From an optimization exercise on the open Yosys and OpenROAD flow, aimed at small area, a short achievable clock period and few clock cycles; shortcuts taken in it are not production practice.
Only simulation tests tie the RTL to the original design; equivalence was not proved.
Power and IR drop assume default switching activity.

==> flow/design.v (outline; a module is shown in full before it is edited, if it fits) <==
// module mandel_sq_tree: 1534 lines
// module mandel_booth_tree: 1754 lines
// module mandel_step_sums: 1261 lines
// module mandel_iterator: 139 lines
// module palette_lut: 22 lines
// module pixel_walker: 51 lines
// module apb_regs: 159 lines
// module mandel_top: 53 lines
module mandel_top (
	input  wire                    clk,
	input  wire                    rst,
	input  wire                    psel,
	input  wire                    penable,
	input  wire                    pwrite,
	input  mandel_pkg::apb_addr_t  paddr,
	input  mandel_pkg::word_t      pwdata,
	output mandel_pkg::word_t      prdata,
	output logic                   pready,
	output logic                   pslverr,
	output logic                   pix_valid,
	output mandel_pkg::pix_addr_t  pix_addr,
	output mandel_pkg::iter_t      pix_iter,
	output mandel_pkg::color_t     pix_color
);
  // ...
==> flow/flow/run.sh <==
#!/bin/bash
# The standard layout (the standard.sh: its synthesis, floorplan, power
# grid, placement, clock tree and routing, unchanged), except that the port
# buffers that global placement adds use buf_4 cells rather than the default
# delay-buffer cell, which is slow on every input and output path.
set -euo pipefail
export BUFFER_PORTS_ARGS="-buffer_cell sky130_fd_sc_hd__buf_4"
bash standard.sh finish > layout.log 2>&1
==> flow/standard.sh <==
#!/bin/bash
# synth_recipe.tcl (not shown) runs the flow's synth.tcl, then flattens the netlist and writes it again
# the make line also repeats each setting of config.mk as NAME=value (left out here)
make -C /OpenROAD-flow-scripts/flow DESIGN_CONFIG=/design/flow/config.mk WORK_HOME=/design/flow/orfs CLKGATE_MAP_FILE= SYNTH_SCRIPT=/design/flow/synth_recipe.tcl "${@:-finish}"
==> flow/config.mk <==
export PLATFORM = sky130hd
export DESIGN_NAME = mandel_top
export DESIGN_NICKNAME = mandel_top
export VERILOG_FILES = /design/flow/design.v
export SDC_FILE = /design/flow/constraint.sdc
export NUM_CORES = 4
export LEC_CHECK = 0
export CAP_MARGIN = 20
export CORE_MARGIN = 2
export CORE_UTILIZATION = 40
export SLEW_MARGIN = 20
==> flow/constraint.sdc <==
create_clock -name core_clock -period 22.0 [get_ports {clk}]
set_input_delay 4.4000 -clock core_clock [delete_from_list [all_inputs] [get_ports {clk}]]
set_output_delay 4.4000 -clock core_clock [all_outputs]
set_load 0.01 [all_outputs]
==> results.yml, run 1 <==
cells_and_area:
  inv_count: 1422
  multiInputGateArea_sq_um: 44200
  seq_area_sq_um: 19500
setup_path:
  r2r-start: "i_iter.rr2a[0]$_DFF_P_"
  path_buf_inv: 2
  cpMaxStageDelayCell: "or2_2"
  cp-startpoint: "i_iter.rr2a[0]$_DFF_P_"
  required_ns: 22.33
drt:
  wire_per_inst_microns: 20.7
  drt_pass1_iterations: 6
yosys:
  ys_ff_latch: 872
  yosysWarnings: 4
  synth_edf_count: 192
  postSynthCellCount: 7364
timing:
  post-route-period-util: 0.285
  worst_pin_slew_ns: 1.12
  holdWs_ns: 0.272
  drv_slew: 0
  setup_violations: 0
hold_path:
  min_from: "i_iter.sr2[9]$_DFF_P_"
  hold_end: "i_iter.sr1[9]$_DFF_P_"
clock_tree:
  cts_hold_buf: 0
outcome:
  status: "no timing/DRC/antenna violations"
floorplan:
  die_x_microns: 424
power_and_ir_drop:
  p_comb_mw: 0.0202
  p_leak_nw: 35.2
Testbench counts, summed over its fixed seeds: cycles 673,532.
==> inputs of run 2 (changes only) <==
==> flow/run.sh (new file) <==
#!/bin/bash
# synth_recipe.tcl (not shown) runs the flow's synth.tcl, then flattens the netlist and writes it again
# the make line also repeats each setting of config.mk as NAME=value (left out here)
make -C /OpenROAD-flow-scripts/flow DESIGN_CONFIG=/design/flow/config.mk WORK_HOME=/design/flow/orfs CLKGATE_MAP_FILE= SYNTH_SCRIPT=/design/flow/synth_recipe.tcl finish
removed: flow/flow/run.sh
removed: flow/standard.sh
==> run 2 against run 1 <==
Sequential power about the same. Largest cell class unchanged. Total power down 0.27%. Design area up 0.36%. Still clean. Highest routed layer unchanged. Core utilization up 0.16 points. Setup slack worse by 0.050 ns.
==> results.yml, run 2 <==
timing:
  fin_skew_ns: 0.0446
  drv_slew: 0
  rsz0062_at_grt: "false"
  holdWs_ns: 0.299
  post-route-period-util: 0.287
  setup_violations: 0
  relSlewSlack: 0.236
  worst_pin_slew_ns: 1.15
  tns_ns: 0
  clock.fmax_mhz: 158
  finalCriticalPeriod_ns: 6.32
  hold_violations: 0
yosys:
  muxShareOfSynthArea: 0.0101
  synth_area_leaders: "fa_1 26%, dfxtp_1 19%, edfxtp_1 8.2%"
  postSynthCellCount: 7364
  synth_top_area_cell: "fa_1"
  yosysWarnings: 4
  synth_edf_count: 192
  synth_nets: 8717
  seq_area_frac_synth: 0.275
  synth_compound_area_frac: 0.0928
  synth-adder-area-share: 0.330
  yosysUniqueCellTypes: 89
  avgSynthCellArea_sq_um: 9.60
  yosys.cell_count.top_type: "inv_1"
  synth_top_family_by_area: "adder cells"
  synth_xor_area_frac: 0.0760
  synth-simple-area-share: 0.117
  async_reset_ff_frac: 0.0172
  synth_common_cells: "1,420 x inv_1, 924 x fa_1, 665 x dfxtp_1"
  synth_flop_cell: "dfxtp_1"
  synth_area_sq_um: 70700
  synth_top_area_frac: 0.262
  ys_ff_latch: 872
setup_path:
  cp.arrival_ns: 6.90
  path_max_fanout: 20
  r2r_end: "i_walker.ci[6]$_DFFE_PP_"
  required_ns: 22.58
  path_class: "in2reg"
  start_kind: "input port"
  endpoint_kind: "flip-flop"
  r2r_slack_ns: 15.72
  r2r_cells: 15
  r2r-start: "i_iter.rr2a[0]$_DFF_P_"
power_and_ir_drop:
  switching_power_mw: 0.748
  ir_worst_vdd_uv: 63.5
  p_leak_nw: 35.1
  intPower_mw: 2.66
  p_seq_frac: 0.479
  power_frac_clock: 0.515
  total_power_mw: 3.41
  combinationalPowerShare: 0.006
  switching_share: 0.219
  power_density_nw_per_um2: 44.0
clock_tree:
  cts_made_buffers: 98
  clock-root-buffer: "clkbuf_16"
  cts_resized: 0
  max-clock-path-buffers: 3
  path_clk_slew_ns: 0.06
  clock_latency_ns: 0.74
  htree_levels: 3
  cts_setup_buffers: 0
  cts_hold_buf: 0
  tritoncts: "built"
  cts.sinks: 872
global_route:
  grt_usage: 0.224
  grt_pass1_wl_microns: 313000
  grt_max_degree: 145
  antenna_found_initial: 5
  grt-ovfl-total: 0
  grt_pass1_vias: 53317
drt:
  drt_pass1_iterations: 6
  wire_per_inst_microns: 20.8
  drtAntennaViolNets: 0
  routed_wl_microns: 200000
  drc: 0
  drt_iter0_drc: 4026
  vias: 50565
  via_per_inst: 5.24
cells_and_area:
  synthToLayoutAreaGrowth_pct: 9.55
  top_regs: "i_regs.cycles (32), i_regs.prdata (32)"
  mostFrequentLayoutCells: "1,420 x inv_1, 924 x fa_1, 625 x dfxtp_1"
  nNetsFinal: 8588
  layout-drive-gt1-share: 0.0575
  final_common_cell: "inv_1"
outcome:
  status: "no timing/DRC/antenna violations"
floorplan:
  ios: 117
  dieArea_sq_um: 180000
  rows: 154
  initial_core_util: 0.402
  die_x_microns: 424
  core_area_sq_um: 176000
  die_h_microns: 424
hold_path:
  min_from: "i_iter.si2[24]$_DFF_P_"
  whs_path_depth: 0
  hold_end: "i_iter.si1[24]$_DFF_P_"
  hold_class: "reg2reg"
placed_design:
  place.gp.congestion: 0.887
  dp_hpwl_microns: 140000
  portBuffers: 110
flow_run:
  drv_cap: 0
==> run 2: per-layer routing <==
| layer | vias up | GRT usage | share of wire |
|---|---|---|---|
| li1 | 22774 | - | - |
| met1 | 25312 | 0.292 | 0.41 |
| met2 | 1977 | 0.368 | 0.47 |
| met3 | 500 | 0.0408 | 0.078 |
| met4 | 2 | 0.0906 | 0.044 |
| met5 | - | 0 | 0.000060 |
==> run 2: how the worst max path moves through the flow <==
stage,from,to,depth (start not counted)
6_report,paddr[5],i_regs.prdata[6]$_DFF_P_,7
5_1_grt,i_iter.rr2a[0]$_DFF_P_,i_walker.ci[6]$_DFFE_PP_,15
3_3_place_gp,paddr[3],i_regs.prdata[6]$_DFF_P_,7
3_5_place_dp,paddr[3],i_regs.prdata[6]$_DFF_P_,7
2_1_floorplan,paddr[3],i_regs.prdata[6]$_DFF_P_,9
4_1_cts,i_iter.rr2a[0]$_DFF_P_,i_walker.ci[6]$_DFFE_PP_,15
==> run 2: layout make-up <==
type,instances,area [sq um]
diodes,2,5.00
clock buffers,118,2640
clock inverters,63,858
fillers,16799,98400
inverters,1422,5340
multi-input cells,4619,44200
flip-flops and latches,872,19500
well taps,2340,2930
repair buffers,222,1970
==> run 2: metrics by stage <==
step / std cells / instance area, sq um / setup slack, ns / util
floorplan: 7364 / 70700 / 16.16 / -
global placement: 9475 / 74000 / 14.97 / 0.421
detailed placement: 9475 / 74000 / 14.97 / 0.421
CTS: 9656 / 77500 / 15.62 / 0.440
global route: 9658 / 77500 / 15.39 / 0.440
finish: 9658 / 77500 / 15.68 / 0.440
==> run 2: cell families (layout without fill, tap and decap cells) <==
kind of cell / Yosys count / count (layout)
other: 1 / 3
muxes: 64 / 64
buffers and inverters: 1873 / 1825
DFF: 872 / 872
adders and majority gates: 1309 / 1309
AOI/OAI and AO/OA: 980 / 980
and+or+nand+nor: 1653 / 1653
xor gates and xnor gates: 612 / 612
==> run 2: worst max-delay path, stage by stage <==
cell and delay, ns:
clkdlybuf4s50_1 0.50, nor2_1 0.35, and3_1 0.99, nand3_1 0.14
o21ai_0 0.17, a21oi_1 0.09, o211ai_1 0.25
==> run 2: power groups by stage <==
stage / Clock, mW / Combinational, mW / Sequential [mW]
6_report: 1.76 / 0.0220 / 1.63
5_1_grt: 1.85 / 0.0227 / 1.63
4_1_cts: 1.79 / 0.0217 / 1.63
3_5_place_dp: 0 / 0.0216 / 1.67
3_3_place_gp: 0 / 0.0214 / 1.67
2_1_floorplan: 0 / 0.00413 / 1.67
==> inputs of run 3 (changes only) <==
--- a/flow/config.mk
+++ b/flow/config.mk
@@ -7,5 +7,5 @@
 export LEC_CHECK = 0
-export CAP_MARGIN = 20
+export CAP_MARGIN = 60
 export CORE_MARGIN = 2
 export CORE_UTILIZATION = 40
-export SLEW_MARGIN = 20
+export SLEW_MARGIN = 60
==> run 3 against run 2 <==
Largest cell class unchanged. Still clean. Area after synthesis stayed put. Via count is essentially flat. Setup slack improved by 0.090 ns. Total power is 0.74% higher. Clock skew grew 0.0083 ns. Sequential share of layout area fell by 0.16 points. Flip-flop and latch count did not move. Count of clock-buffer cells in the layout is 16 higher. Clock power about the same. Sequential power about the same. Non-clock buffer count rose by 12.
==> results.yml, run 3 <==
drt:
  drt_iter0_drc: 3924
  wire_per_inst_microns: 20.8
  routed_wl_microns: 201000
  drtAntennaViolNets: 0
  via_per_inst: 5.22
  drt_pass1_iterations: 6
  drc: 0
  vias: 50574
clock_tree:
  path_clk_slew_ns: 0.07
  cts.sinks: 872
  max-clock-path-buffers: 3
  cts_made_buffers: 100
  clock_latency_ns: 0.76
  cts_hold_buf: 0
  htree_levels: 3
  tritoncts: "built"
  clock-root-buffer: "clkbuf_16"
  cts_setup_buffers: 0
  cts_resized: 0
global_route:
  grt_pass1_wl_microns: 313000
  grt-ovfl-total: 0
  grt_max_degree: 93
  grt_usage: 0.225
  antenna_found_initial: 6
  grt_pass1_vias: 53195
setup_path:
  path_buf_inv: 1
  cp_slowest_stage_delay_ns: 0.60
  cpLargestDelayFamily: "buffers and inverters"
  required_ns: 17.60
  path_max_fanout: 1
  r2r_slack_ns: 15.90
  path_class: "reg2out"
  endpoint_kind: "primary output"
  cpMaxStageDelayCell: "clkdlybuf4s50_1"
  start_kind: "flip-flop"
  worstPathCellList: "clkdlybuf4s50_1"
  cp.arrival_ns: 1.83
placed_design:
  portBuffers: 110
  dp_hpwl_microns: 141000
  dpl.cell_count: 9481
  placed_area_sq_um: 74400
  place.gp.congestion: 0.887
timing:
  fin_skew_ns: 0.0529
  rsz0062_at_grt: "false"
  worst_pin_slew_ns: 0.613
  post-route-period-util: 0.283
  drv_slew: 0
  relSlewSlack: 0.591
  setup_violations: 0
  finalCriticalPeriod_ns: 6.23
  clock.fmax_mhz: 161
  tns_ns: 0
  hold_violations: 0
cells_and_area:
  nNetsFinal: 8602
  final_util: 0.444
  synthToLayoutAreaGrowth_pct: 10.5
  fillers: 16661
  final_common_cell: "inv_1"
  mostFrequentLayoutCells: "1,419 x inv_1, 924 x fa_1, 620 x dfxtp_1"
  layout-drive-gt1-share: 0.0638
  fin_cells: 9680
  top_regs: "i_regs.cycles (32), i_regs.prdata (32)"
  final_area_sq_um: 78100
power_and_ir_drop:
  total_power_mw: 3.44
  ir_worst_vdd_uv: 63.4
  p_leak_nw: 35.3
  power_density_nw_per_um2: 44.0
yosys:
  postSynthCellCount: 7364
  synth_area_sq_um: 70700
  synth_edf_count: 192
  yosysUniqueCellTypes: 89
  avgSynthCellArea_sq_um: 9.60
  synth_nets: 8717
  yosysWarnings: 4
  async_reset_ff_frac: 0.0172
  synth_top_area_cell: "fa_1"
  ys_ff_latch: 872
  synth_common_cells: "1,420 x inv_1, 924 x fa_1, 665 x dfxtp_1"
  seq_area_frac_synth: 0.275
  synth_flop_cell: "dfxtp_1"
  synth_area_leaders: "fa_1 26%, dfxtp_1 19%, edfxtp_1 8.2%"
  synth_top_area_frac: 0.262
  yosys.cell_count.top_type: "inv_1"
floorplan:
  rows: 154
  core_area_sq_um: 176000
  ios: 117
  die_x_microns: 424
  initial_core_util: 0.402
  die_h_microns: 424
  dieArea_sq_um: 180000
hold_path:
  hold_class: "reg2reg"
outcome:
  status: "no timing/DRC/antenna violations"
flow_run:
  drv_cap: 0
## run 3: cell types whose count changed in the layout (fill, tap and decap cells not counted), sizes merged
cell           delta
buf              +13
clkbuf           +17
inv               +2
bufinv            -3
clkinv            -8
clkdlybuf4s50     -2
diode             +1
clkinvlp          +2
## run 3: worst paths after layout
kind                                          start                      endpoint  cells past startpoint
max reg2reg                  i_iter.rr2a[0]$_DFF_P_      i_walker.cr[5]$_DFFE_PP_                     17
min reg2reg                  i_iter.ci1[17]$_DFF_P_        i_iter.ci2[17]$_DFF_P_                      0
min                          i_iter.ci1[17]$_DFF_P_        i_iter.ci2[17]$_DFF_P_                      0
min in group asynchronous                       rst     i_regs.w_size$_DFFE_PP0P_                      2
max                        i_regs.prdata[5]$_DFF_P_                     prdata[5]                      1
max in group asynchronous                       rst  i_regs.frame_start$_DFF_PP0_                      2
## run 3: report_power, final
part	total [mW]	switching (mW)	internal, mW	leakage, nW
logic	0.0221	0.0141	0.00801	26.5
clock network	1.78	0.737	1.05	1.75
registers	1.63	0.000624	1.63	7.09
## run 3: metrics by stage
stage,worst slack (ns),hold slack (ns)
finish,15.77,0.306
global route,15.60,0.313
CTS,15.74,0.303
detailed placement,15.20,0.312
global placement,14.97,0.310
floorplan,16.16,0.310
## run 3: logic make-up after synthesis
family | synth area share
other | 0.0000530
flip-flops | 0.275
XOR/XNOR | 0.0760
buffers and inverters | 0.0998
multiplexers | 0.0101
AND/OR/NAND/NOR | 0.117
AO/OA/AOI/OAI | 0.0928
adder cells (fa/ha/maj) | 0.330
## run 3: cell type report
type	instances	area (sq um)	area share
Multi-Input combinational cell	4619	44400	0.568
Antenna cell	3	7.51	0.0000961
Inverter	1422	5340	0.0683
Sequential cell	872	19600	0.250
Tap cell	2340	2930	0.0375
Clock inverter	56	753	0.00964
Clock buffer	134	2850	0.0365
Timing Repair Buffer	234	2330	0.0299
## run 3: layer usage
metal  GRT usage  vias up  wire, microns
met5           0        -              7
met4      0.0944        2           8700
met2       0.367     2029          93900
met1       0.292    25249          82600
li1            -    22824              -
met3      0.0405      470          15700
==> inputs of run 4 (changes only) <==
==> flow/flow/run.sh (new file) <==
#!/bin/bash
# The standard layout (the standard.sh: its synthesis, floorplan, power
# grid, placement, clock tree and routing), with two changes in how it is
# optimised; the clock period and the constraints stay the design's:
# - the port buffers that global placement adds are buf_4 cells rather than
#   the default delay-buffer cell, which is slow on every input and output
# - timing repair after clock-tree synthesis and global routing works the
#   worst paths down towards 5.5 ns instead of stopping once the 22 ns clock
#   is met (a setup margin of 16.5 ns)
set -euo pipefail
export BUFFER_PORTS_ARGS="-buffer_cell sky130_fd_sc_hd__buf_4"
export SETUP_SLACK_MARGIN=16.5
bash standard.sh finish > layout.log 2>&1
==> flow/standard.sh (new file) <==
#!/bin/bash
# synth_recipe.tcl (not shown) runs the flow's synth.tcl, then flattens the netlist and writes it again
# the make line also repeats each setting of config.mk as NAME=value (left out here)
make -C /OpenROAD-flow-scripts/flow DESIGN_CONFIG=/design/flow/config.mk WORK_HOME=/design/flow/orfs CLKGATE_MAP_FILE= SYNTH_SCRIPT=/design/flow/synth_recipe.tcl "${@:-finish}"
--- a/flow/config.mk
+++ b/flow/config.mk
@@ -7,5 +7,6 @@
 export LEC_CHECK = 0
-export CAP_MARGIN = 60
+export CAP_MARGIN = 20
 export CORE_MARGIN = 2
-export CORE_UTILIZATION = 40
-export SLEW_MARGIN = 60
+export CORE_UTILIZATION = 60
+export PLACE_DENSITY = 0.7
+export SLEW_MARGIN = 20
removed: flow/run.sh
==> run 4 against run 3 <==
Critical path depth unchanged. Fmax up 9.2%. Sequential power about the same. Flip-flop and latch count unchanged. Final cell count down 8.7%. Count of clock-buffer cells in the layout unchanged. Design area down 2.1%. Sequential share of layout area up 0.62 points. Hold slack worse by 0.011 ns. Setup slack better by 0.52 ns. Critical path type unchanged. Largest cell class unchanged.
==> results.yml, run 4 <==
yosys:
  async_reset_ff_frac: 0.0172
  synth_flop_cell: "dfxtp_1"
  postSynthCellCount: 7364
  synth_area_leaders: "fa_1 26%, dfxtp_1 19%, edfxtp_1 8.2%"
  seq_area_frac_synth: 0.275
  synth_area_sq_um: 70700
  synth_top_area_frac: 0.262
  ys_ff_latch: 872
  synth_common_cells: "1,420 x inv_1, 924 x fa_1, 665 x dfxtp_1"
  synth_nets: 8717
  avgSynthCellArea_sq_um: 9.60
  synth_top_area_cell: "fa_1"
  yosys.cell_count.top_type: "inv_1"
  synth_edf_count: 192
  yosysWarnings: 4
  yosysUniqueCellTypes: 89
hold_path:
  hold_class: "reg2reg"
timing:
  fin_skew_ns: 0.0814
  post-route-period-util: 0.259
  clock.fmax_mhz: 175
  setup_violations: 0
  worst_pin_slew_ns: 1.01
  tns_ns: 0
  relSlewSlack: 0.324
  hold_violations: 0
  rsz0062_at_grt: "true"
  drv_slew: 0
  finalCriticalPeriod_ns: 5.70
power_and_ir_drop:
  total_power_mw: 3.28
  power_density_nw_per_um2: 42.9
  ir_worst_vdd_uv: 73.0
  p_leak_nw: 35.3
setup_path:
  path_max_fanout: 1
  cp_slowest_stage_delay_ns: 0.44
  path_buf_inv: 1
  cpLargestDelayFamily: "flip-flops"
  worstPathCellList: "buf_6"
  start_kind: "flip-flop"
  path_class: "reg2out"
  cp.arrival_ns: 1.30
  cpMaxStageDelayCell: "dfrtp_1"
  endpoint_kind: "primary output"
  required_ns: 17.60
global_route:
  grt_pass1_wl_microns: 303000
  met3_usage: 0.0678
  grt_pass1_vias: 53997
  top_usage_layer: "met2"
  grt_max_degree: 75
  grt_usage: 0.323
  grt-ovfl-total: 0
  use_met1: 0.416
  grt_use_met2: 0.522
  antenna_found_initial: 5
cells_and_area:
  layout-drive-gt1-share: 0.0833
  fin_cells: 8838
  top_regs: "i_regs.cycles (32), i_regs.prdata (32)"
  final_common_cell: "inv_1"
  mostFrequentLayoutCells: "1,420 x inv_1, 924 x fa_1, 576 x nand2_1"
  nNetsFinal: 8587
  synthToLayoutAreaGrowth_pct: 8.20
clock_tree:
  cts.sinks: 872
  htree_levels: 3
  clock-root-buffer: "clkbuf_16"
  clock_latency_ns: 0.73
  tritoncts: "built"
  path_clk_slew_ns: 0.06
  cts_made_buffers: 92
  max-clock-path-buffers: 3
floorplan:
  initial_core_util: 0.607
  ios: 117
  dieArea_sq_um: 121000
  die_x_microns: 347
  core_area_sq_um: 117000
  rows: 125
  die_h_microns: 347
drt:
  via_per_inst: 5.76
  drc: 0
  wire_per_inst_microns: 21.6
  drt_pass1_iterations: 7
  routed_wl_microns: 191000
  drtAntennaViolNets: 0
  drt_iter0_drc: 4289
  vias: 50912
placed_design:
  dp_hpwl_microns: 134000
  dpl.cell_count: 8653
  place.gp.congestion: 0.902
  portBuffers: 110
outcome:
  status: "no timing/DRC/antenna violations"
flow_run:
  drv_cap: 0
## run 4: cell counts after synthesis
Identical to the previous run, type by type.
## run 4: layout make-up
type                       instances  area, sq um
timing repair buffer             224         2010
tap                             1524         1910
multi-input combinational       4622        44400
fill                            9307        40000
sequential                       872        19600
antenna                            5         12.5
clock buffer                     134         2750
clock inverter                    35          484
inverter                        1422         5340
## run 4: stage by stage
stage / hold slack, ns / area [sq um] / worst slack, ns / utilization
global route: 0.313 / 76500 / 16.28 / 0.657
finish: 0.295 / 76500 / 16.30 / 0.657
detailed placement: 0.312 / 72700 / 15.43 / 0.624
CTS: 0.299 / 76400 / 16.27 / 0.655
global placement: 0.310 / 72700 / 15.47 / 0.624
floorplan: 0.310 / 70900 / 16.46 / -
## run 4: path summary, 6_finish.rpt
kind,start,end,slack (ns),cells after the start
min in group asynchronous,rst,i_iter.run$_DFFE_PP0P_,3.87,2
min reg2reg,i_iter.cr1[10]$_DFF_P_,i_iter.cr2[10]$_DFF_P_,0.30,0
max reg2reg,i_iter.zi1[9]$_DFF_P_,i_iter.ri2c$_DFF_P_,16.55,19
max,i_iter.res_valid$_DFF_PP0_,pix_valid,16.30,1
min,i_iter.cr1[10]$_DFF_P_,i_iter.cr2[10]$_DFF_P_,0.30,0
max in group asynchronous,rst,i_regs.frame_start$_DFF_PP0_,17.53,2
## run 4: repair_timing
action / 4_1_cts / 5_1_grt
pin swaps: 1 / 4
gates cloned: 1 / 2
endpoints found under the setup margin: 187 / 147
setup buffers: 4 / 4
hold buffers: 0 / 0
gates resized for setup: 150 / 28
## run 4: per-layer routing
metal | share of wire | vias up
met5 | 0.00097 | -
met4 | 0.052 | 6
met3 | 0.091 | 552
met2 | 0.46 | 2287
met1 | 0.39 | 25296
li1 | - | 22771
## run 4: worst register-to-register path: cells and delay by family, from the launching register on
kind / cells / cell delay, ns
simple gates: 4 / 0.26
fa+ha+maj: 5 / 2.21
flops: 1 / 0.77
xor+xnor: 1 / 0.20
compound gates: 5 / 1.02
buf+inv: 4 / 0.82
## run 4: kinds of logic after synthesis
family,Yosys count,share of synthesized area
muxes,64,0.0101
buffers and inverters,1873,0.0998
xor gates and xnor gates,612,0.0760
DFF,872,0.275
adders and majority gates,1309,0.330
and+or+nand+nor,1653,0.117
AOI/OAI and AO/OA,980,0.0928
other,1,0.0000530
## run 4: report_power, final
group	switching (mW)	internal [mW]	total [mW]
clock	0.691	0.938	1.63
sequential	0.000753	1.63	1.63
combinational	0.0134	0.00700	0.0204
total	0.705	2.58	3.28
==> inputs of run 5 (changes only) <==
--- a/flow/config.mk
+++ b/flow/config.mk
@@ -9,4 +9,3 @@
 export CORE_MARGIN = 2
-export CORE_UTILIZATION = 60
-export PLACE_DENSITY = 0.7
+export CORE_UTILIZATION = 40
 export SLEW_MARGIN = 20
==> run 5 against run 4 <==
Hold slack lost 0.0060 ns. Clock power rose by 6%. Total power is 2.9% higher. Sequential power barely moved. First-iteration DRC count fell by 7.5%. Design area grew 1.5%. Global-route usage decreased by 9.8 points. Final cell count up 9.2%. Sequential share of layout area is 0.39 points lower. Die area rose by 49%. Fmax fell by 0.31%. Critical path type unchanged.
==> results.yml, run 5 <==
hold_path:
  whs_path_depth: 0
  hold_end: "i_iter.sr1[10]$_DFF_P_"
  hold_class: "reg2reg"
  min_from: "i_iter.sr2[10]$_DFF_P_"
floorplan:
  core_area_sq_um: 176000
  rows: 154
  die_x_microns: 424
  die_h_microns: 424
  dieArea_sq_um: 180000
  ios: 117
  initial_core_util: 0.402
yosys:
  postSynthCellCount: 7364
  async_reset_ff_frac: 0.0172
  synth_edf_count: 192
  yosysWarnings: 4
  synth_flop_cell: "dfxtp_1"
  synth_nets: 8717
  synth_top_area_frac: 0.262
  seq_area_frac_synth: 0.275
  synth_area_leaders: "fa_1 26%, dfxtp_1 19%, edfxtp_1 8.2%"
  synth_common_cells: "1,420 x inv_1, 924 x fa_1, 665 x dfxtp_1"
  synth_area_sq_um: 70700
  ys_ff_latch: 872
  yosysUniqueCellTypes: 89
  synth_top_area_cell: "fa_1"
  yosys.cell_count.top_type: "inv_1"
  avgSynthCellArea_sq_um: 9.60
setup_path:
  cp.arrival_ns: 1.32
  path_class: "reg2out"
  endpoint_kind: "primary output"
  r2r_slack_ns: 16.57
  path_buf_inv: 1
  cpMaxStageDelayCell: "dfrtp_2"
  cp_slowest_stage_delay_ns: 0.45
  r2r-start: "i_iter.zr1[14]$_DFF_P_"
  cpLargestDelayFamily: "flip-flops"
  path_max_fanout: 1
  r2r_end: "i_iter.ri2c$_DFF_P_"
  worstPathCellList: "buf_6"
  start_kind: "flip-flop"
  r2r_cells: 21
  required_ns: 17.60
placed_design:
  portBuffers: 110
  dp_hpwl_microns: 141000
  place.gp.congestion: 0.889
power_and_ir_drop:
  power_density_nw_per_um2: 43.5
  switching_share: 0.216
  ir_worst_vdd_uv: 59.0
  intPower_mw: 2.65
  switching_power_mw: 0.730
  combinationalPowerShare: 0.006
  p_leak_nw: 35.3
  power_frac_clock: 0.511
  total_power_mw: 3.38
  p_seq_frac: 0.483
flow_run:
  drv_cap: 0
clock_tree:
  max-clock-path-buffers: 3
  cts.sinks: 872
  clock_latency_ns: 0.74
  clock-root-buffer: "clkbuf_16"
  path_clk_slew_ns: 0.08
  cts_made_buffers: 96
  tritoncts: "built"
  htree_levels: 3
timing:
  fin_skew_ns: 0.0573
  rsz0062_at_grt: "true"
  drv_slew: 0
  tns_ns: 0
  worst_pin_slew_ns: 1.07
  holdWs_ns: 0.289
  clock.fmax_mhz: 175
  relSlewSlack: 0.288
  finalCriticalPeriod_ns: 5.72
  setup_violations: 0
  hold_violations: 0
  post-route-period-util: 0.260
global_route:
  grt_usage: 0.225
  grt_pass1_wl_microns: 315000
  grt-ovfl-total: 0
  antenna_found_initial: 4
  grt_max_degree: 57
  grt_pass1_vias: 53738
drt:
  wl_met2_microns: 95900
  dr_wl_met3_microns: 15700
  via_per_inst: 5.24
  wl_met1_microns: 81600
  vias: 50605
  drc: 0
  drtAntennaViolNets: 0
  drt_pass1_iterations: 7
  routed_wl_microns: 201000
  top_layer_used: "met5"
  drt_iter0_drc: 3969
  wire_per_inst_microns: 20.9
cells_and_area:
  synthToLayoutAreaGrowth_pct: 9.81
  fillers: 16751
  nNetsFinal: 8586
  layout-drive-gt1-share: 0.0840
  final_common_cell: "inv_1"
  mostFrequentLayoutCells: "1,420 x inv_1, 924 x fa_1, 576 x nand2_1"
  top_regs: "i_regs.cycles (32), i_regs.prdata (32)"
outcome:
  status: "no timing/DRC/antenna violations"
==> run 5: cell counts after synthesis <==
Identical to the previous run, type by type.
==> run 5: what timing repair did <==
action / CTS / global route
gates cloned: 1 / 0
setup endpoints to repair: 208 / 137
hold endpoints to repair: 0 / 0
buffers inserted: 1 / 1
pin swaps: 1 / 2
resized for setup: 157 / 22
hold buffers: 0 / 0
==> run 5: layer usage <==
metal / global-route usage / up-vias
met5: 0 / -
met4: 0.0866 / 2
met3: 0.0435 / 447
met2: 0.379 / 1930
met1: 0.286 / 25471
li1: - / 22755
==> run 5: worst max-delay path by stage <==
stage,start,end,slack (ns),cells after the start
finish,i_iter.res_valid$_DFF_PP0_,pix_valid,16.28,1
global route,i_iter.res_valid$_DFF_PP0_,pix_valid,16.24,1
global placement,paddr[3],i_regs.prdata[5]$_DFF_P_,15.43,4
floorplan,paddr[3],i_regs.prdata[6]$_DFF_P_,16.46,9
detailed placement,paddr[3],i_regs.prdata[5]$_DFF_P_,15.40,4
CTS,i_iter.res_valid$_DFF_PP0_,pix_valid,16.22,1
==> run 5: logic make-up (layout without fill, tap and decap cells) <==
| logic type | count (synthesis) | after routing | synth area share |
|---|---|---|---|
| buf+inv | 1873 | 1819 | 0.0998 |
| simple gates | 1653 | 1654 | 0.117 |
| fa+ha+maj | 1309 | 1309 | 0.330 |
| compound gates | 980 | 980 | 0.0928 |
| flops | 872 | 872 | 0.275 |
| xor+xnor | 612 | 612 | 0.0760 |
| mux | 64 | 64 | 0.0101 |
| other cells | 1 | 3 | 0.0000530 |
==> run 5: layout make-up <==
cell class | count | area, sq um | area share
well taps | 2340 | 2930 | 0.0377
diodes | 2 | 5.00 | 0.0000644
clock buffers | 126 | 2680 | 0.0345
repair buffers | 221 | 1990 | 0.0256
inverters | 1422 | 5340 | 0.0687
flip-flops and latches | 872 | 19600 | 0.252
multi-input cells | 4620 | 44400 | 0.572
clock inverters | 50 | 717 | 0.00923
==> run 5: metrics by stage <==
stage                     instances  utilization  setup slack, ns  instance area [sq um]
after floorplan                7364            -            16.46                  70900
after global placement         9472        0.419            15.43                  73700
after detailed placement       9472        0.419            15.40                  73700
after CTS                      9650        0.441            16.22                  77600
after global routing           9652        0.441            16.24                  77700
final                          9653        0.441            16.28                  77700
==> run 5: power groups by stage <==
stage | sequential [mW] | clock (mW) | combinational, mW
3_5_place_dp | 1.67 | 0 | 0.0202
2_1_floorplan | 1.67 | 0 | 0.00552
4_1_cts | 1.63 | 1.76 | 0.0208
5_1_grt | 1.63 | 1.82 | 0.0221
3_3_place_gp | 1.67 | 0 | 0.0200
6_report | 1.63 | 1.72 | 0.0212
==> module mandel_iterator, before the edit <==
module mandel_iterator (
	input  wire                    clk,
	input  wire                    rst,
	input  wire                    frame_start,
	input  mandel_pkg::iter_t      max_iter,
	input  wire                    have,
	input  mandel_pkg::fixed_t     new_cr,
	input  mandel_pkg::fixed_t     new_ci,
	input  mandel_pkg::pix_addr_t  new_addr,
	output logic                   take,
	output logic                   frame_done,
	output logic                   res_valid,
	output mandel_pkg::pix_addr_t  res_addr,
	output mandel_pkg::iter_t      res_iter,
	output mandel_pkg::color_t     res_color
);
	localparam logic signed [26:0] LIM = 27'sd16777216;   
	logic                  v1;
	mandel_pkg::fixed_t    zr1, zi1, cr1, ci1, sr1, si1;
	mandel_pkg::iter_t     n1;
	mandel_pkg::pix_addr_t a1;
	logic [12:0]           one1, two1;   
	logic                  v2;
	logic                  stop2;    
	logic                  loop2;    
	logic [26:0]           rr2a, rr2b, ii2a, ii2b;
	logic [25:0]           ri2a, ri2b;
	logic                  rr2c, ii2c, ri2c;
	mandel_pkg::fixed_t    cr2, ci2, sr2, si2;
	mandel_pkg::iter_t     n2;
	mandel_pkg::pix_addr_t a2;
	logic        big1, lim1, loop1, save1;
	logic [49:0] sqr0, sqr1, sqi0, sqi1;
	logic [48:0] pr0, pr1;
	logic [12:0] neg1;
	logic [23:0] lo_r, lo_i, lo_p;
	assign big1  = (zr1 > LIM) || (zr1 < -LIM) || (zi1 > LIM) || (zi1 < -LIM);
	assign lim1  = (n1 >= max_iter);
	assign loop1 = (n1 > mandel_pkg::iter_t'(8)) && (zr1 == sr1) && (zi1 == si1);
	assign save1 = (n1[2:0] == 3'd0);
	mandel_sq_tree    i_sq_r (.x(zr1[25:0]), .r0(sqr0), .r1(sqr1));
	mandel_sq_tree    i_sq_i (.x(zi1[25:0]), .r0(sqi0), .r1(sqi1));
	always_comb
		for (int j = 0; j < 13; j++)
			neg1[j] = zi1[2 * j + 1];
	mandel_booth_tree i_mul  (.a(zr1[25:0]), .one(one1), .two(two1), .neg(neg1), .r0(pr0), .r1(pr1));
	assign lo_r = 24'(sqr0[22:0]) + 24'(sqr1[22:0]);
	assign lo_i = 24'(sqi0[22:0]) + 24'(sqi1[22:0]);
	assign lo_p = 24'(pr0[22:0]) + 24'(pr1[22:0]);
	mandel_pkg::color_t color2;
	mandel_pkg::color_t color_lim;
	palette_lut i_palette (.iter(n2), .max_iter(max_iter), .color(color2));
	logic               esc;
	logic               finish;
	logic               cont;
	mandel_pkg::fixed_t zr_next, zi_next;
	mandel_step_sums i_sums (
		.rra(rr2a), .rrb(rr2b), .rrc(rr2c),
		.iia(ii2a), .iib(ii2b), .iic(ii2c),
		.ria(ri2a), .rib(ri2b), .ric(ri2c),
		.cr(cr2), .ci(ci2),
		.esc(esc), .zr(zr_next), .zi(zi_next)
	);
	assign finish = stop2 || loop2 || esc;
	assign cont   = v2 && !finish;
	assign take   = have && !cont;
	mandel_pkg::fixed_t zi_in;
	logic [12:0]        one_in, two_in;
	logic [2:0]         grp;
	always_comb begin
		zi_in = cont ? zi_next : new_ci;
		for (int j = 0; j < 13; j++) begin
			grp       = {zi_in[2 * j + 1], zi_in[2 * j], (j == 0) ? 1'b0 : zi_in[2 * j - 1]};
			one_in[j] = grp[0] ^ grp[1];
			two_in[j] = (grp == 3'b100) || (grp == 3'b011);
		end
	end
	always_ff @(posedge clk or posedge rst) begin
		if (rst) begin
			v1        <= 1'b0;
			v2        <= 1'b0;
			res_valid <= 1'b0;
		end else begin
			v1        <= cont || have;
			v2        <= v1;
			res_valid <= v2 && finish;
		end
	end
	always_ff @(posedge clk) begin
		stop2 <= big1 || lim1;
		loop2 <= loop1;
		rr2a  <= sqr0[49:23];
		rr2b  <= sqr1[49:23];
		rr2c  <= lo_r[23];
		ii2a  <= sqi0[49:23];
		ii2b  <= sqi1[49:23];
		ii2c  <= lo_i[23];
		ri2a  <= pr0[48:23];
		ri2b  <= pr1[48:23];
		ri2c  <= lo_p[23];
		cr2   <= cr1;
		ci2   <= ci1;
		n2    <= n1;
		a2    <= a1;
		sr2   <= save1 ? zr1 : sr1;
		si2   <= save1 ? zi1 : si1;
		zi1  <= zi_in;
		one1 <= one_in;
		two1 <= two_in;
		if (cont) begin
			zr1 <= zr_next;
			n1  <= n2 + 1'b1;
			cr1 <= cr2;
			ci1 <= ci2;
			a1  <= a2;
		end else begin
			zr1 <= new_cr;
			n1  <= mandel_pkg::iter_t'(1);
			cr1 <= new_cr;
			ci1 <= new_ci;
			a1  <= new_addr;
		end
		sr1 <= sr2;
		si1 <= si2;
		res_addr  <= a2;
		res_iter  <= loop2 ? max_iter : n2;
		res_color <= loop2 ? 8'h00 : color2;
	end
	logic run;
	always_ff @(posedge clk or posedge rst) begin
		if (rst)
			run <= 1'b0;
		else if (frame_start)
			run <= 1'b1;
		else if (frame_done)
			run <= 1'b0;
	end
	assign frame_done = run && !have && !v1 && !v2;
endmodule
==> inputs of run 6 (changes only) <==
--- a/flow/design.v
+++ b/flow/design.v
@@ -4577,8 +4577,7 @@
 `default_nettype none
-module mandel_iterator (
+module mandel_ring (
 	input  wire                    clk,
 	input  wire                    rst,
-	input  wire                    frame_start,
 	input  mandel_pkg::iter_t      max_iter,
-	input  wire                    have,
+	input  wire                    give,
 	input  mandel_pkg::fixed_t     new_cr,
@@ -4586,8 +4585,9 @@
 	input  mandel_pkg::pix_addr_t  new_addr,
-	output logic                   take,
-	output logic                   frame_done,
-	output logic                   res_valid,
-	output mandel_pkg::pix_addr_t  res_addr,
-	output mandel_pkg::iter_t      res_iter,
-	output mandel_pkg::color_t     res_color
+	input  wire                    grant,
+	output logic                   want,
+	output logic                   done_now,
+	output mandel_pkg::pix_addr_t  done_addr,
+	output mandel_pkg::iter_t      done_iter,
+	output mandel_pkg::color_t     done_color,
+	output logic                   active
 );
@@ -4595,2 +4595,3 @@
 	logic                  v1;
+	logic                  pend1;
 	mandel_pkg::fixed_t    zr1, zi1, cr1, ci1, sr1, si1;
@@ -4602,2 +4603,3 @@
 	logic                  loop2;    
+	logic                  pend2;    
 	logic [26:0]           rr2a, rr2b, ii2a, ii2b;
@@ -4640,5 +4642,12 @@
 	);
-	assign finish = stop2 || loop2 || esc;
-	assign cont   = v2 && !finish;
-	assign take   = have && !cont;
+	logic hold;
+	assign finish    = pend2 || stop2 || loop2 || esc;
+	assign cont      = v2 && !finish;
+	assign hold      = v2 && finish && !grant;
+	assign want      = !(cont || hold);
+	assign done_now  = v2 && finish && grant;
+	assign done_addr = a2;
+	assign done_iter  = (loop2 && !pend2) ? max_iter : n2;
+	assign done_color = (loop2 && !pend2) ? 8'h00 : color2;
+	assign active     = v1 || v2;
 	mandel_pkg::fixed_t zi_in;
@@ -4647,3 +4656,3 @@
 	always_comb begin
-		zi_in = cont ? zi_next : new_ci;
+		zi_in = cont ? zi_next : new_ci;   
 		for (int j = 0; j < 13; j++) begin
@@ -4656,9 +4665,7 @@
 		if (rst) begin
-			v1        <= 1'b0;
-			v2        <= 1'b0;
-			res_valid <= 1'b0;
+			v1 <= 1'b0;
+			v2 <= 1'b0;
 		end else begin
-			v1        <= cont || have;
-			v2        <= v1;
-			res_valid <= v2 && finish;
+			v1 <= cont || hold || give;
+			v2 <= v1;
 		end
@@ -4668,2 +4675,3 @@
 		loop2 <= loop1;
+		pend2 <= pend1;
 		rr2a  <= sqr0[49:23];
@@ -4686,2 +4694,3 @@
 		two1 <= two_in;
+		pend1 <= hold;
 		if (cont) begin
@@ -4689,2 +4698,10 @@
 			n1  <= n2 + 1'b1;
+		end else if (hold) begin
+			zr1 <= new_cr;
+			n1  <= done_iter;
+		end else begin
+			zr1 <= new_cr;
+			n1  <= mandel_pkg::iter_t'(1);
+		end
+		if (cont || hold) begin
 			cr1 <= cr2;
@@ -4693,4 +4710,2 @@
 		end else begin
-			zr1 <= new_cr;
-			n1  <= mandel_pkg::iter_t'(1);
 			cr1 <= new_cr;
@@ -4701,5 +4716,52 @@
 		si1 <= si2;
-		res_addr  <= a2;
-		res_iter  <= loop2 ? max_iter : n2;
-		res_color <= loop2 ? 8'h00 : color2;
+	end
+endmodule
+module mandel_iterator (
+	input  wire                    clk,
+	input  wire                    rst,
+	input  wire                    frame_start,
+	input  mandel_pkg::iter_t      max_iter,
+	input  wire                    have,
+	input  mandel_pkg::fixed_t     new_cr,
+	input  mandel_pkg::fixed_t     new_ci,
+	input  mandel_pkg::pix_addr_t  new_addr,
+	output logic                   take,
+	output logic                   frame_done,
+	output logic                   res_valid,
+	output mandel_pkg::pix_addr_t  res_addr,
+	output mandel_pkg::iter_t      res_iter,
+	output mandel_pkg::color_t     res_color
+);
+	logic                  want0, want1, give0, give1;
+	logic                  done0, done1, act0, act1;
+	mandel_pkg::pix_addr_t addr0, addr1;
+	mandel_pkg::iter_t     iter0, iter1;
+	mandel_pkg::color_t    color0, color1;
+	assign give0 = have && want0;
+	assign give1 = have && want1 && !want0;
+	assign take  = give0 || give1;
+	mandel_ring i_ring0 (
+		.clk(clk), .rst(rst), .max_iter(max_iter),
+		.give(give0), .new_cr(new_cr), .new_ci(new_ci), .new_addr(new_addr),
+		.grant(1'b1), .want(want0),
+		.done_now(done0), .done_addr(addr0), .done_iter(iter0), .done_color(color0),
+		.active(act0)
+	);
+	mandel_ring i_ring1 (
+		.clk(clk), .rst(rst), .max_iter(max_iter),
+		.give(give1), .new_cr(new_cr), .new_ci(new_ci), .new_addr(new_addr),
+		.grant(!done0), .want(want1),
+		.done_now(done1), .done_addr(addr1), .done_iter(iter1), .done_color(color1),
+		.active(act1)
+	);
+	always_ff @(posedge clk or posedge rst) begin
+		if (rst)
+			res_valid <= 1'b0;
+		else
+			res_valid <= done0 || done1;
+	end
+	always_ff @(posedge clk) begin
+		res_addr  <= done0 ? addr0 : addr1;
+		res_iter  <= done0 ? iter0 : iter1;
+		res_color <= done0 ? color0 : color1;
 	end
@@ -4714,3 +4776,3 @@
 	end
-	assign frame_done = run && !have && !v1 && !v2;
+	assign frame_done = run && !have && !act0 && !act1;
 endmodule
==> run 6 against run 5 <==
Hold slack gained 0.0014 ns. Fmax is 1.7% lower. Final cell count grew 78%. Total power up 61%. Count of clock-buffer cells in the layout increased by 80. Die area increased by 78%. Clock power increased by 65%. Via count increased by 76%. Largest cell class unchanged.
==> results.yml, run 6 <==
floorplan:
  die_h_microns: 566
  core_area_sq_um: 314000
  rows: 206
  die_x_microns: 566
  ios: 117
  dieArea_sq_um: 320000
  initial_core_util: 0.402
placed_design:
  dp_hpwl_microns: 263000
  place.gp.congestion: 0.883
  portBuffers: 110
setup_path:
  required_ns: 17.60
  r2r_slack_ns: 16.62
  start_kind: "flip-flop"
  cpMaxStageDelayCell: "dfrtp_2"
  path_max_fanout: 1
  r2r-start: "i_iter.i_ring0.zr1[2]$_DFF_P_"
  cpLargestDelayFamily: "flip-flops"
  cp.arrival_ns: 1.42
  path_buf_inv: 1
  cp_slowest_stage_delay_ns: 0.44
  cp-startpoint: "i_iter.res_valid$_DFF_PP0_"
  r2r_cells: 15
  r2r_end: "i_iter.i_ring0.ri2c$_DFF_P_"
  critical_path_depth: 1
  path_class: "reg2out"
  endpoint_kind: "primary output"
  worstSetupEndpoint: "pix_valid"
  worstPathCellList: "buf_6"
cells_and_area:
  fillers: 30315
  final_util: 0.438
  layout-drive-gt1-share: 0.0833
  nNetsFinal: 15524
  top_regs: "i_regs.cycles (32), i_regs.prdata (32)"
  final_common_cell: "inv_1"
  mostFrequentLayoutCells: "2,793 x inv_1, 1,846 x fa_1, 1,031 x dfxtp_1"
  synthToLayoutAreaGrowth_pct: 9.02
yosys:
  synth_top_area_cell: "fa_1"
  synth_nets: 15847
  postSynthCellCount: 13200
  ys_ff_latch: 1394
  synth_flop_cell: "dfxtp_1"
  seq_area_frac_synth: 0.237
  synth_area_leaders: "fa_1 29%, dfxtp_1 19%, inv_1 8.3%"
  yosys.cell_count.top_type: "inv_1"
  synth_area_sq_um: 126000
  yosysUniqueCellTypes: 81
  synth_common_cells: "2,794 x inv_1, 1,846 x fa_1, 1,185 x dfxtp_1"
  synth_top_area_frac: 0.293
  yosysWarnings: 5
  synth_edf_count: 192
  avgSynthCellArea_sq_um: 9.57
  async_reset_ff_frac: 0.0122
drt:
  vias: 89030
  drt_pass1_iterations: 6
  routed_wl_microns: 376000
  drtAntennaViolNets: 0
  wire_per_inst_microns: 21.9
  drt_iter0_drc: 7344
  drc: 0
  via_per_inst: 5.18
timing:
  relSlewSlack: 0.186
  clock.fmax_mhz: 172
  tns_ns: 0
  rsz0062_at_grt: "true"
  hold_violations: 0
  worst_pin_slew_ns: 1.22
  setup_violations: 0
  post-route-period-util: 0.264
  fin_skew_ns: 0.0519
  drv_slew: 0
  finalCriticalPeriod_ns: 5.82
hold_path:
  hold_class: "reg2reg"
power_and_ir_drop:
  power_frac_clock: 0.522
  p_leak_nw: 63.6
  p_seq_frac: 0.474
  switching_power_mw: 1.22
  ir_worst_vdd_uv: 78.7
  intPower_mw: 4.21
  total_power_mw: 5.43
  combinationalPowerShare: 0.004
  power_density_nw_per_um2: 39.4
  switching_share: 0.224
clock_tree:
  path_clk_slew_ns: 0.07
  cts.sinks: 1394
  tritoncts: "built"
  max-clock-path-buffers: 3
  cts_made_buffers: 158
  htree_levels: 4
  clock-root-buffer: "clkbuf_16"
  clock_latency_ns: 0.86
global_route:
  antenna_found_initial: 18
  grt_max_degree: 58
  grt_usage: 0.236
  grt_pass1_vias: 93439
  grt_pass1_wl_microns: 578000
  grt-ovfl-total: 0
outcome:
  status: "no timing/DRC/antenna violations"
flow_run:
  drv_cap: 0
-- run 6: cell count changes in the layout (fill, tap and decap cells not counted), sizes merged, moves of 97 or more --
cell	change
inv	+1375
fa	+922
dfxtp	+520
nand2	+443
and2	+400
ha	+372
a22oi	+326
xnor2	+288
mux2	+182
xor2	+165
buf	+129
o21ai	+97
-- run 6: how the worst min path moves through the flow --
stage | start | endpoint | slack, ns | depth (start not counted)
floorplan | i_iter.i_ring0.a1[0]$_DFF_P_ | i_iter.i_ring0.a2[0]$_DFF_P_ | 0.31 | 0
global placement | i_iter.i_ring1.si2[12]$_DFF_P_ | i_iter.i_ring1.si1[12]$_DFF_P_ | 0.31 | 0
detailed placement | i_iter.i_ring0.ci1[1]$_DFF_P_ | i_iter.i_ring0.ci2[1]$_DFF_P_ | 0.31 | 0
CTS | i_iter.i_ring0.si2[13]$_DFF_P_ | i_iter.i_ring0.si1[13]$_DFF_P_ | 0.29 | 0
global route | i_iter.i_ring1.sr2[10]$_DFF_P_ | i_iter.i_ring1.sr1[10]$_DFF_P_ | 0.29 | 0
finish | i_iter.i_ring1.sr2[23]$_DFF_P_ | i_iter.i_ring1.sr1[23]$_DFF_P_ | 0.29 | 0
-- run 6: layout make-up --
type,instances,area [sq um],area share
Multi-Input combinational cell,8175,83000,0.603
Antenna cell,7,17.5,0.000127
Inverter,2798,10500,0.0763
Timing Repair Buffer,350,3130,0.0228
Clock buffer,206,4410,0.0320
Sequential cell,1394,30100,0.219
Tap cell,4160,5200,0.0378
Clock inverter,84,1220,0.00890
-- run 6: cells by family (layout without fill, tap and decap cells) --
family	count (synthesis)	after routing	share of synthesized area
mux	256	258	0.0226
compound gates	1646	1646	0.0880
fa+ha+maj	2603	2603	0.368
xor+xnor	1065	1065	0.0740
buf+inv	3635	3438	0.108
flops	1394	1394	0.237
other cells	1	8	0.0000297
simple gates	2600	2602	0.103
-- run 6: power by group through the flow --
stage	logic [mW]	registers [mW]	clock network [mW]
after floorplan	0.00403	2.63	0
after global placement	0.0187	2.63	0
after detailed placement	0.0188	2.63	0
after CTS	0.0191	2.58	2.89
after global routing	0.0202	2.57	2.98
final	0.0194	2.58	2.84
-- run 6: repair_timing --
| item | 4_1_cts | 5_1_grt |
|---|---|---|
| buffers inserted | 1 | 9 |
| resized for setup | 187 | 64 |
| pin swaps | 1 | 6 |
| setup endpoints to repair | 344 | 218 |
| hold endpoints to repair | 0 | 0 |
| cloned | 2 | 2 |
| hold buffers | 0 | 0 |
-- run 6: metrics by stage --
stage / hold WS (ns) / area [sq um] / cells / setup slack, ns
final: 0.290 / 138000 / 17174 / 16.18
after detailed placement: 0.312 / 131000 / 16863 / 15.48
after global routing: 0.294 / 138000 / 17170 / 16.14
after CTS: 0.287 / 137000 / 17156 / 16.11
after floorplan: 0.310 / 126000 / 13200 / 16.50
after global placement: 0.309 / 131000 / 16863 / 15.49
-- run 6: per-layer routing --
layer  track usage  routed length, microns
met5       0.00669                     454
met4        0.0804                   13600
met3        0.0544                   34000
met2         0.370                  168000
met1         0.318                  160000
Testbench counts of run 6, summed over its fixed seeds: cycles 339,082.
==> inputs of run 7 (changes only) <==
--- a/flow/config.mk
+++ b/flow/config.mk
@@ -9,3 +9,4 @@
 export CORE_MARGIN = 2
-export CORE_UTILIZATION = 40
+export CORE_UTILIZATION = 60
+export PLACE_DENSITY = 0.7
 export SLEW_MARGIN = 20
==> run 7 against run 6 <==
Clock skew grew 0.0055 ns. Clock power shrank 4%. Synthesized cell count is the same. Largest power group unchanged. Area after synthesis is the same. Largest cell class unchanged. First-iteration DRC count grew 18%. Critical path type unchanged. Critical path depth is the same. Flip-flop and latch count is the same.
==> results.yml, run 7 <==
clock_tree:
  cts_made_buffers: 152
  max-clock-path-buffers: 3
  cts_hold_buf: 0
  cts.sinks: 1394
  path_clk_slew_ns: 0.06
  tritoncts: "built"
  clock_latency_ns: 0.84
  clock-root-buffer: "clkbuf_16"
  htree_levels: 4
drt:
  vias: 91841
  wire_per_inst_microns: 22.7
  drc: 0
  drtAntennaViolNets: 0
  drt_pass1_iterations: 7
  drt_iter0_drc: 8661
  routed_wl_microns: 358000
  via_per_inst: 5.81
timing:
  post-route-period-util: 0.264
  clock.fmax_mhz: 172
  worst_pin_slew_ns: 1.10
  rsz0062_at_grt: "true"
  setup_violations: 0
  hold_violations: 0
  relSlewSlack: 0.265
  tns_ns: 0
  drv_slew: 0
  fin_skew_ns: 0.0574
  finalCriticalPeriod_ns: 5.81
power_and_ir_drop:
  ir_worst_vdd_uv: 77.4
  power_density_nw_per_um2: 39.2
  p_leak_nw: 63.4
global_route:
  grt_pass1_wl_microns: 563000
  antenna_found_initial: 18
  grt_max_degree: 82
  grt-ovfl-total: 0
  grt_usage: 0.338
  grt_pass1_vias: 99269
cells_and_area:
  multiInputGateArea_sq_um: 82900
  top_regs: "i_regs.cycles (32), i_regs.prdata (32)"
  mostFrequentLayoutCells: "2,793 x inv_1, 1,846 x fa_1, 1,036 x dfxtp_1"
  layout-drive-gt1-share: 0.0809
  nNetsFinal: 15509
  final_util: 0.648
  final_common_cell: "inv_1"
  seq_area_sq_um: 30100
  synthToLayoutAreaGrowth_pct: 7.40
  fillers: 16827
setup_path:
  cp.arrival_ns: 1.41
  cp_slowest_stage_delay_ns: 0.44
  cpMaxStageDelayCell: "dfrtp_2"
  start_kind: "flip-flop"
  required_ns: 17.60
  endpoint_kind: "primary output"
  path_max_fanout: 1
  cpLargestDelayFamily: "flip-flops"
  path_buf_inv: 1
  worstPathCellList: "buf_6"
  path_class: "reg2out"
yosys:
  synth_edf_count: 192
  synth_top_area_cell: "fa_1"
  synth_top_area_frac: 0.293
  synth_area_sq_um: 126000
  ys_ff_latch: 1394
  yosysWarnings: 5
  seq_area_frac_synth: 0.237
  synth_nets: 15847
  postSynthCellCount: 13200
  async_reset_ff_frac: 0.0122
  yosysUniqueCellTypes: 81
  avgSynthCellArea_sq_um: 9.57
  synth_flop_cell: "dfxtp_1"
  yosys.cell_count.top_type: "inv_1"
  synth_common_cells: "2,794 x inv_1, 1,846 x fa_1, 1,185 x dfxtp_1"
  synth_area_leaders: "fa_1 29%, dfxtp_1 19%, inv_1 8.3%"
floorplan:
  core_area_sq_um: 209000
  initial_core_util: 0.603
  dieArea_sq_um: 214000
  ios: 117
  die_h_microns: 463
  die_x_microns: 463
  rows: 168
placed_design:
  portBuffers: 110
  place.gp.congestion: 0.956
  dp_hpwl_microns: 248000
outcome:
  status: "no timing/DRC/antenna violations"
hold_path:
  hold_class: "reg2reg"
flow_run:
  drv_cap: 0
[run 7: cell types whose count changed in the layout (fill, tap and decap cells not counted), sizes merged]
| cell | delta |
|---|---|
| inv | +3 |
| clkbuf | +15 |
| nand2 | -2 |
| buf | -8 |
| diode | +3 |
| bufinv | -3 |
| mux2 | -2 |
| clkinvlp | -2 |
| clkinv | -20 |
[run 7: final timing paths]
check / slack, ns / cells after the start / endpoint / from
min in group asynchronous: 3.74 / 2 / i_iter.run$_DFFE_PP0P_ / rst
min: 0.28 / 0 / i_iter.i_ring0.si1[24]$_DFF_P_ / i_iter.i_ring0.si2[24]$_DFF_P_
max in group asynchronous: 17.67 / 2 / i_iter.res_valid$_DFF_PP0_ / rst
min reg2reg: 0.28 / 0 / i_iter.i_ring0.si1[24]$_DFF_P_ / i_iter.i_ring0.si2[24]$_DFF_P_
max reg2reg: 16.59 / 17 / i_iter.i_ring1.ri2c$_DFF_P_ / i_iter.i_ring1.zr1[10]$_DFF_P_
max: 16.19 / 1 / pix_valid / i_iter.res_valid$_DFF_PP0_
[run 7: timing repair]
| action | in CTS | in global routing |
|---|---|---|
| setup buffers | 4 | 2 |
| endpoints found under the setup margin | 395 | 243 |
| gates cloned | 0 | 3 |
| gates resized for setup | 168 | 60 |
| pin swaps | 1 | 0 |
[run 7: final cells by class]
class | instances | share of cell area
Inverter | 2798 | 0.0775
Antenna cell | 10 | 0.000185
Sequential cell | 1394 | 0.222
Multi-Input combinational cell | 8171 | 0.611
Timing Repair Buffer | 345 | 0.0229
Clock buffer | 218 | 0.0331
Tap cell | 2805 | 0.0259
Clock inverter | 62 | 0.00676
[run 7: cells by family (layout without fill, tap and decap cells)]
group / Yosys count / in the layout / synth area share
buffers and inverters: 3635 / 3423 / 0.108
AND/OR/NAND/NOR: 2600 / 2600 / 0.103
XOR/XNOR: 1065 / 1065 / 0.0740
multiplexers: 256 / 256 / 0.0226
flip-flops: 1394 / 1394 / 0.237
AO/OA/AOI/OAI: 1646 / 1646 / 0.0880
adder cells (fa/ha/maj): 2603 / 2603 / 0.368
other: 1 / 11 / 0.0000297
[run 7: metrics by stage]
step	power, mW	setup WS (ns)	hold WS [ns]	cell area, sq um	std cells
after floorplan	2.64	16.50	0.310	126000	13200
after global placement	2.65	15.70	0.310	129000	15504
after detailed placement	2.65	15.59	0.312	129000	15504
after CTS	5.35	16.14	0.282	135000	15788
after global routing	5.45	16.16	0.293	136000	15793
final	5.31	16.19	0.285	136000	15803
[run 7: per-layer routing]
layer,up-vias,share of wire,GRT usage
met4,12,0.053,0.158
met1,45925,0.39,0.442
met3,1079,0.11,0.0823
met5,-,0.00073,0.00646
li1,40011,-,-
met2,4814,0.45,0.531
[run 7: power breakdown]
part / internal (mW) / switching, mW / leakage (nW)
Sequential: 2.58 / 0.000493 / 11.3
Combinational: 0.00670 / 0.0121 / 49.5
Clock: 1.59 / 1.12 / 2.63
Total: 4.18 / 1.14 / 63.4
==> inputs of run 8 (changes only) <==
--- a/flow/config.mk
+++ b/flow/config.mk
@@ -10,2 +10,4 @@
 export CORE_UTILIZATION = 60
+export CTS_CLUSTER_DIAMETER = 100
+export CTS_CLUSTER_SIZE = 30
 export PLACE_DENSITY = 0.7
==> run 8 against run 7 <==
Die area stayed put. Area after synthesis is the same. Clock skew up 0.037 ns. Global-route usage is 0.48 points lower. Sequential share of layout area increased by 0.60 points. Non-clock buffer count rose by 3. Total power decreased by 25%. Sequential power about the same. Hold slack improved by 0.014 ns. Count of clock-buffer cells in the layout down 145. Critical path depth did not move. First-iteration DRC count down 3.4%. Critical path type unchanged. Critical endpoint unchanged. Largest power group is now registers.
==> results.yml, run 8 <==
cells_and_area:
  seq_area_sq_um: 30100
  top_regs: "i_regs.cycles (32), i_regs.prdata (32)"
  layout-drive-gt1-share: 0.0690
  multiInputGateArea_sq_um: 82900
  mostFrequentLayoutCells: "2,793 x inv_1, 1,846 x fa_1, 1,035 x dfxtp_1"
  fin_cells: 15616
  fillers: 17263
  final_util: 0.631
  final_common_cell: "inv_1"
  synthToLayoutAreaGrowth_pct: 4.59
  nNetsFinal: 15419
drt:
  drt_iter0_drc: 8365
  vias: 90898
  wire_per_inst_microns: 22.7
  drtAntennaViolNets: 0
  routed_wl_microns: 354000
  drt_pass1_iterations: 7
  via_per_inst: 5.82
  drc: 0
yosys:
  synth_area_sq_um: 126000
  synth_common_cells: "2,794 x inv_1, 1,846 x fa_1, 1,185 x dfxtp_1"
  avgSynthCellArea_sq_um: 9.57
  yosysWarnings: 5
  async_reset_ff_frac: 0.0122
  yosysUniqueCellTypes: 81
  ys_ff_latch: 1394
  synth_top_area_frac: 0.293
  synth_nets: 15847
  synth_flop_cell: "dfxtp_1"
  synth_edf_count: 192
  yosys.cell_count.top_type: "inv_1"
  synth_area_leaders: "fa_1 29%, dfxtp_1 19%, inv_1 8.3%"
  seq_area_frac_synth: 0.237
  postSynthCellCount: 13200
  synth_top_area_cell: "fa_1"
power_and_ir_drop:
  p_leak_nw: 61.7
  power_density_nw_per_um2: 30.2
  ir_worst_vdd_uv: 70.7
  total_power_mw: 3.99
setup_path:
  path_buf_inv: 1
  cp.arrival_ns: 1.40
  cpMaxStageDelayCell: "dfrtp_2"
  path_max_fanout: 1
  r2r_cells: 14
  path_class: "reg2out"
  r2r_end: "i_iter.i_ring1.ri2c$_DFF_P_"
  critical_path_depth: 1
  worstPathCellList: "buf_6"
  cpLargestDelayFamily: "flip-flops"
  r2r_slack_ns: 16.59
  r2r-start: "i_iter.i_ring1.zi1[23]$_DFF_P_"
  start_kind: "flip-flop"
  required_ns: 17.60
  endpoint_kind: "primary output"
  cp_slowest_stage_delay_ns: 0.46
clock_tree:
  cts_hold_buf: 0
  clock-root-buffer: "clkbuf_16"
  tritoncts: "built"
  cts.sinks: 1394
  path_clk_slew_ns: 0.11
  cts_made_buffers: 58
  htree_levels: 2
  clock_latency_ns: 0.80
  max-clock-path-buffers: 3
floorplan:
  die_x_microns: 463
  die_h_microns: 463
  ios: 117
  initial_core_util: 0.603
  rows: 168
  dieArea_sq_um: 214000
  core_area_sq_um: 209000
global_route:
  antenna_found_initial: 16
  grt_max_degree: 82
  grt_pass1_wl_microns: 557000
  grt-ovfl-total: 0
  grt_usage: 0.333
  grt_pass1_vias: 97837
timing:
  hold_violations: 0
  fin_skew_ns: 0.0939
  rsz0062_at_grt: "true"
  setup_violations: 0
  clock.fmax_mhz: 172
  finalCriticalPeriod_ns: 5.80
  holdWs_ns: 0.299
  post-route-period-util: 0.264
  worst_pin_slew_ns: 1.19
  tns_ns: 0
  relSlewSlack: 0.205
  drv_slew: 0
hold_path:
  hold_end: "i_iter.i_ring0.ci2[8]$_DFF_P_"
  min_from: "i_iter.i_ring0.ci1[8]$_DFF_P_"
  whs_path_depth: 0
  hold_class: "reg2reg"
placed_design:
  dpl.cell_count: 15504
  place.gp.congestion: 0.956
  portBuffers: 110
  dp_hpwl_microns: 248000
outcome:
  status: "no timing/DRC/antenna violations"
flow_run:
  drv_cap: 0
-- run 8: area by class of cell --
cell class,instances,share of cell area
inverters,2798,0.0796
clock inverters,22,0.00268
diodes,4,0.0000758
multi-input cells,8172,0.628
repair buffers,348,0.0236
flip-flops and latches,1394,0.228
well taps,2805,0.0266
clock buffers,73,0.0114
-- run 8: kinds of logic (layout without fill, tap and decap cells) --
family	after synthesis	count (layout)	synth area share
buffers and inverters	3635	3241	0.108
adders and majority gates	2603	2603	0.368
and+or+nand+nor	2600	2601	0.103
AOI/OAI and AO/OA	1646	1646	0.0880
DFF	1394	1394	0.237
xor gates and xnor gates	1065	1065	0.0740
muxes	256	256	0.0226
other	1	5	0.0000297
-- run 8: metal layers --
metal	track usage	vias to the layer above	wire length [microns]
met3	0.0718	974	37800
met1	0.443	45605	139000
met4	0.141	10	17700
met2	0.529	4615	160000
li1	-	39694	-
met5	0	-	75
-- run 8: metrics by stage --
step           worst slack, ns  area, sq um
4_1_cts                  16.15       132000
3_3_place_gp             15.70       129000
5_1_grt                  16.17       132000
6_report                 16.20       132000
2_1_floorplan            16.50       126000
3_5_place_dp             15.59       129000
-- run 8: worst max path at each step --
stage	slack, ns	startpoint	end
after floorplan	16.50	paddr[3]	i_regs.prdata[1]$_DFF_P_
after detailed placement	15.59	i_iter.i_ring0.rr2b[21]$_DFF_P_	i_iter.i_ring0.two1[2]$_DFF_P_
after global routing	16.17	i_iter.res_valid$_DFF_PP0_	pix_valid
after global placement	15.70	paddr[5]	i_regs.prdata[25]$_DFF_P_
after CTS	16.15	i_iter.res_valid$_DFF_PP0_	pix_valid
final	16.20	i_iter.res_valid$_DFF_PP0_	pix_valid
-- run 8: power by group --
| part | internal, mW | switching (mW) | leakage, nW |
|---|---|---|---|
| Combinational | 0.00671 | 0.0121 | 49.5 |
| Clock | 0.528 | 0.868 | 0.889 |
| Sequential | 2.57 | 0.000483 | 11.3 |
-- run 8: what timing repair did --
action	in CTS	in global routing
cloned	1	2
gates resized for setup	177	52
pin swaps	1	1
endpoints found under the setup margin	392	238
setup buffers	6	4

static timing again, ports no longer ideal:
Ports are ideal in the flow. The routed layouts listed here were re-timed in OpenROAD.
Step 1 (the two cells are an assumption about what drives the block):
set clk [get_ports {clk}]
set_driving_cell -lib_cell sky130_fd_sc_hd__clkbuf_16 $clk
set_driving_cell -lib_cell sky130_fd_sc_hd__buf_2 [delete_from_list [all_inputs] $clk]
Step 2 also shifts input and output timing later by t, the mid clock arrival at the registers, as if the neighbouring blocks saw the same clock.
Three values: no drivers, after step 1, after step 2; two values: the first two.
run	shift t [ns]	setup slack, ns	worst hold slack (ns)	cell pins on the clock port's net
run 1	0.780	15.735 / 15.735 / 15.402	0.272 / 0.272 / 0.272	1
run 2	0.794	15.684 / 15.694 / 14.943	0.299 / 0.299 / 0.299	1
run 3	0.808	15.775 / 15.695 / 14.996	0.306 / 0.306 / 0.306	1
run 4	0.757	16.298 / 16.228 / 15.815	0.295 / 0.295 / 0.295	1
run 5	0.793	16.280 / 16.203 / 15.762	0.289 / 0.289 / 0.289	1
run 6	0.941	16.184 / 16.076 / 15.810	0.290 / 0.290 / 0.290	1
run 7	0.898	16.193 / 16.102 / 15.774	0.285 / 0.285 / 0.285	1
run 8	0.845	16.197 / 16.105 / 15.840	0.299 / 0.299 / 0.299	1
After both steps every run listed still meets setup and hold. The setup slack of run 3, which loses most, moves by -0.080 ns with the drivers and by -0.779 ns with both steps.
